Context: an optimization exercise on an open-source flow, tuned for small area, a short achievable clock period and few clock cycles per item. The choices shown serve that exercise and are no tape-out recipe.
Function was checked by simulation only, so behaviour that the tests miss may differ from the original.
Power and IR drop assume default switching activity.

==> flow/design.v (excerpt) <==
module point_in_polygon_crossing_test #(
    parameter int COORD_BITS  = pip_pkg::COORD_BITS_DEFAULT,
    parameter int QUEUE_DEPTH = pip_pkg::QUEUE_DEPTH_DEFAULT
) (
    input  logic                  i_clk,
    input  logic                  i_rst_n,
    input  logic                  i_cfg_we,
    input  logic                  i_cfg_idx,
    input  logic [COORD_BITS-1:0] i_cfg_data,
    input  logic                  i_valid,
    output logic                  o_ready,
    input  logic [COORD_BITS-1:0] i_vertex_x,
    input  logic [COORD_BITS-1:0] i_vertex_y,
    input  logic                  i_last_vertex,
    output logic                  o_valid,
    input  logic                  i_ready,
    output logic                  o_inside_res
);
clock: 10.0 ns
lec_check: 0
abc_area: 1
cap_margin: 20
core_margin: 2
core_utilization: 40
setup_slack_margin: 5
slew_margin: 20
run.sh (not shown) runs the stock make flow with config.mk's settings and CLKGATE_MAP_FILE= SYNTH_SCRIPT=/design/flow/synth_recipe.tcl, a recipe that flattens the netlist after the stock synthesis.
The first run produced a clean layout.
Testbench counts at the start, summed over its fixed seeds: cycles 15,097, vertices 14,293.
Next try:
Settings changed: CTS_BUF_LIST from default to sky130_fd_sc_hd__clkbuf_4 sky130_fd_sc_hd__clkbuf_8.
Outcome: The new run finished clean. Via count went up by 0.30%. Cell count rises by 1.1%. Setup slack improves by 26 ps.

* * *

## job 2318
point_in_polygon_crossing_test, a different RTL version from the one above (not shown whole).
For scale: about 2300 cells after synthesis, roughly 58 I/O pins, roughly 20000 um^2 of cells after synthesis.
Settings: LEC_CHECK=0, ABC_AREA=1, CAP_MARGIN=20, CORE_MARGIN=2, CORE_UTILIZATION=40, CTS_BUF_LIST=sky130_fd_sc_hd__clkbuf_4 sky130_fd_sc_hd__clkbuf_8, SLEW_MARGIN=20, SETUP_SLACK_MARGIN=5.9; clock period 10.0 ns.
standard.sh (not shown) runs the stock make flow with config.mk's settings and CLKGATE_MAP_FILE= SYNTH_SCRIPT=/design/flow/synth_recipe.tcl, a recipe that flattens the netlist after the stock synthesis.
==> flow/flow/run.sh <==
#!/bin/bash
set -e
CFG=${FLOW_CONFIG:-config.mk}
MARGIN=$(cat flow/margin.txt)
grep -v '^export SETUP_SLACK_MARGIN' "$CFG" > config.mk.new
echo "export SETUP_SLACK_MARGIN = ${MARGIN}" >> config.mk.new
cat config.mk.new > "$CFG"
bash standard.sh > standard.log 2>&1
==> flow/flow/margin.txt <==
5.9
Job 2318 finished every step from synthesis to the final layout, and the layout passed the timing, design-rule and antenna checks.
Testbench counts of job 2318, summed over its fixed seeds: cycles 15,713, vertices 14,293.
#### Input delta (job 9188 over job 2318)
Settings: SETUP_SLACK_MARGIN now 5, was 5.9.
==> flow/run.sh (new file) <==
#!/bin/bash
# synth_recipe.tcl (not shown) runs the flow's synth.tcl, then flattens the netlist and writes it again
# the make line also repeats each setting of config.mk as NAME=value (left out here)
make -C /OpenROAD-flow-scripts/flow DESIGN_CONFIG=/design/flow/config.mk WORK_HOME=/design/flow/orfs CLKGATE_MAP_FILE= SYNTH_SCRIPT=/design/flow/synth_recipe.tcl finish
removed: flow/flow/run.sh
removed: flow/flow/margin.txt
removed: flow/standard.sh
Findings:
Job 9188 completed end to end with timing, DRC and antenna clean.
The run showing the greater setup slack of the critical path after layout is job 2318.
Changes observed in job 9188 relative to job 2318: register share of total power rose 1.9 points; met2 layer wire length in the routed design fell about 2.8%.
Job 9188 reports its capturing instance or port of the critical path as r2_xs[11]$_DFFE_PN_ while job 2318 reports r2_ys[10]$_DFFE_PN_.
Modified inputs, job 6365 compared to job 9188
Settings: CTS_BUF_LIST no longer set, was sky130_fd_sc_hd__clkbuf_4 sky130_fd_sc_hd__clkbuf_8; SETUP_SLACK_MARGIN now 5.9, was 5.
==> flow/flow/run.sh (new file) <==
#!/bin/bash
set -e
CFG=${FLOW_CONFIG:-config.mk}
MARGIN=$(cat flow/margin.txt)
grep -v '^export SETUP_SLACK_MARGIN' "$CFG" > config.mk.new
echo "export SETUP_SLACK_MARGIN = ${MARGIN}" >> config.mk.new
cat config.mk.new > "$CFG"
bash standard.sh > standard.log 2>&1
==> flow/flow/margin.txt (new file) <==
5.9
==> flow/standard.sh (new file) <==
#!/bin/bash
# synth_recipe.tcl (not shown) runs the flow's synth.tcl, then flattens the netlist and writes it again
# the make line also repeats each setting of config.mk as NAME=value (left out here)
make -C /OpenROAD-flow-scripts/flow DESIGN_CONFIG=/design/flow/config.mk WORK_HOME=/design/flow/orfs CLKGATE_MAP_FILE= SYNTH_SCRIPT=/design/flow/synth_recipe.tcl "${@:-finish}"
removed: flow/run.sh
==> comparison <==
- Looking at overall power consumption, job 6365 sits 600 uW higher than job 9188 does.
- Of job 9188 and job 6365, the higher power share of the combinational group belongs to job 6365.
- From job 9188 to job 6365, xor and xnor area share after synthesis did not move at all.
- Maximum frequency sits higher in job 6365 than in job 9188.
- Routed wire in job 6365 totals more than in job 9188.
- Job 6365 vs. job 9188: cell area now sits higher, power share of the clock group lost 0.7 points.
Here is what was changed in the inputs of job 7136 compared with job 6365.
Settings: SETUP_SLACK_MARGIN changed from 5.9 to 6.2.
==> flow/flow/margin.txt <==
6.2
--- outcome ---
Diff job 6365 -> job 7136: number of vias after detailed routing grew by 3.2%, worst setup slack shrank by 0.057 ns, power drawn by the clock network held steady, maximum number of pins on one net before global-route repair grew by about 12%, register area held steady.

* * *

Starting RTL as in the previous note.
clock: 10.0 ns
lec_check: 0
abc_area: 1
cap_margin: 20
core_margin: 2
core_utilization: 40
setup_slack_margin: 5
slew_margin: 20
run.sh (not shown) runs the stock make flow with config.mk's settings and CLKGATE_MAP_FILE= SYNTH_SCRIPT=/design/flow/synth_recipe.tcl, a recipe that flattens the netlist after the stock synthesis.
Stock flow here: none of the scripts above is used.
The starting point went through all stages and came out clean.
Testbench counts at the start, summed over its fixed seeds: cycles 15,713, vertices 14,293.
==> next run, changes <==
==> flow/flow/run.sh (new file) <==
#!/bin/bash
set -e
CFG=${FLOW_CONFIG:-config.mk}
MARGIN=$(cat flow/margin.txt)
grep -v '^export SETUP_SLACK_MARGIN' "$CFG" > config.mk.new
echo "export SETUP_SLACK_MARGIN = ${MARGIN}" >> config.mk.new
cat config.mk.new > "$CFG"
bash standard.sh > standard.log 2>&1
==> flow/flow/margin.txt (new file) <==
5.6
==> flow/standard.sh (new file) <==
#!/bin/bash
# synth_recipe.tcl (not shown) runs the flow's synth.tcl, then flattens the netlist and writes it again
# the make line also repeats each setting of config.mk as NAME=value (left out here)
make -C /OpenROAD-flow-scripts/flow DESIGN_CONFIG=/design/flow/config.mk WORK_HOME=/design/flow/orfs CLKGATE_MAP_FILE= SYNTH_SCRIPT=/design/flow/synth_recipe.tcl "${@:-finish}"
- SETUP_SLACK_MARGIN: 5 -> 5.6
removed: flow/run.sh
Effect: Final area goes up slightly. Wire length is about the same. Worst hold slack got worse by 4.3 ps. Via count goes down slightly. Sequential power is about the same. Critical path depth goes down by 3. Die area is unchanged. Clock skew goes up by 9.6 ps.
==> next run, changes <==
==> flow/flow/margin.txt (replaced) <==
5.9
- CORE_UTILIZATION: 40 -> 60
- SETUP_SLACK_MARGIN: 5.6 -> 5.9
=>
- The changed run finished clean
- die area fell by 33%
- via count is higher by 4.7%
- cell count decreases by 5.6%
- non-clock buffer count came out higher by 44
- sequential cell count is unchanged
- worst hold slack improved by 7.9 ps
- clock skew came out lower by 7.0 ps
- sequential power hardly moves
- global-route usage is higher by 8.6 points
- routed wire length increases by 4.4%

* * *

point_in_polygon_crossing_test, a different RTL version from the one above (not shown whole).
Size in the first run: about 2000 cells after synthesis, roughly 58 I/O pins.
## point_in_polygon_crossing_test
module point_in_polygon_crossing_test #(
    parameter int COORD_BITS  = pip_pkg::COORD_BITS_DEFAULT,
    parameter int QUEUE_DEPTH = pip_pkg::QUEUE_DEPTH_DEFAULT
) (
    input  logic                  i_clk,
    input  logic                  i_rst_n,
    input  logic                  i_cfg_we,
    input  logic                  i_cfg_idx,
    input  logic [COORD_BITS-1:0] i_cfg_data,
    input  logic                  i_valid,
    output logic                  o_ready,
    input  logic [COORD_BITS-1:0] i_vertex_x,
    input  logic [COORD_BITS-1:0] i_vertex_y,
    input  logic                  i_last_vertex,
    output logic                  o_valid,
    input  logic                  i_ready,
    output logic                  o_inside_res
);
Settings: LEC_CHECK=0, CAP_MARGIN=20, CORE_MARGIN=2, CORE_UTILIZATION=40, SETUP_SLACK_MARGIN=5, SLEW_MARGIN=20; clock period 10.0 ns.
Stock flow here: none of the scripts above is used.
The first run passed the timing, design-rule and antenna checks.
Testbench counts at the start, summed over its fixed seeds: cycles 15,071, vertices 14,293.
Rerun with:
Settings changed: ABC_AREA from default to 1.
After rerunning: Core utilization hardly moves. Die area came out lower by 1.3%. Routed wire length increases by 2.4%. Non-clock buffer count falls by 12. Cell count climbs by 16%. Synthesized cell count rises by 23%. Via count rose by 11%. Clock-buffer cell count stays the same. Clock skew drops by 4.0 ps. Final area falls by 1.6%. Worst setup slack improved by 150 ps.

-- separate check: timing with driven ports --
No port has a modelled driver above. Below, the same layouts with a new extraction and two added sets of constraints. Step 1 assumes that a clkbuf_16 drives the clock port and a buf_2 every other input. Step 2 adds t to the input delays and takes it off the output delays; t is the mean of the earliest and latest rising clock arrival at the registers after step 1. Input paths then give back, and output paths get back, about the clock's delay inside the block. a / b / c = ideal / step 1 / step 2; a / b = the first two.
| run | t (ns) | setup WS [ns] | clock arrival spread, ns |
|---|---|---|---|
| the first run of note 1 | 0.612 | 5.349 / 5.349 / 4.785 | 0.011 / 0.010 |
| the second run of note 1 | 0.710 | 5.375 / 5.375 / 4.791 | 0.030 / 0.030 |
| job 2318 | 0.676 | 5.903 / 5.903 / 5.311 | 0.031 / 0.030 |
| job 9188 | 0.680 | 5.358 / 5.358 / 4.813 | 0.047 / 0.047 |
| job 6365 | 0.599 | 5.900 / 5.900 / 5.393 | 0.026 / 0.027 |
| job 7136 | 0.592 | 5.843 / 5.843 / 5.761 | 0.016 / 0.016 |
| the first run of note 3 | 0.593 | 5.385 / 5.385 / 4.821 | 0.019 / 0.020 |
| the second run of note 3 | 0.599 | 5.765 / 5.797 / 5.198 | 0.028 / 0.028 |
| the third run of note 3 | 0.571 | 5.868 / 5.868 / 5.426 | 0.024 / 0.024 |
| the first run of note 4 | 0.600 | 5.131 / 5.131 / 4.634 | 0.024 / 0.024 |
| the second run of note 4 | 0.606 | 5.283 / 5.283 / 4.755 | 0.020 / 0.020 |
After both steps setup and hold are still met in every run listed. The setup slack of job 2318, which loses most, moves by 0.000 ns with the drivers and by -0.592 ns with both steps.
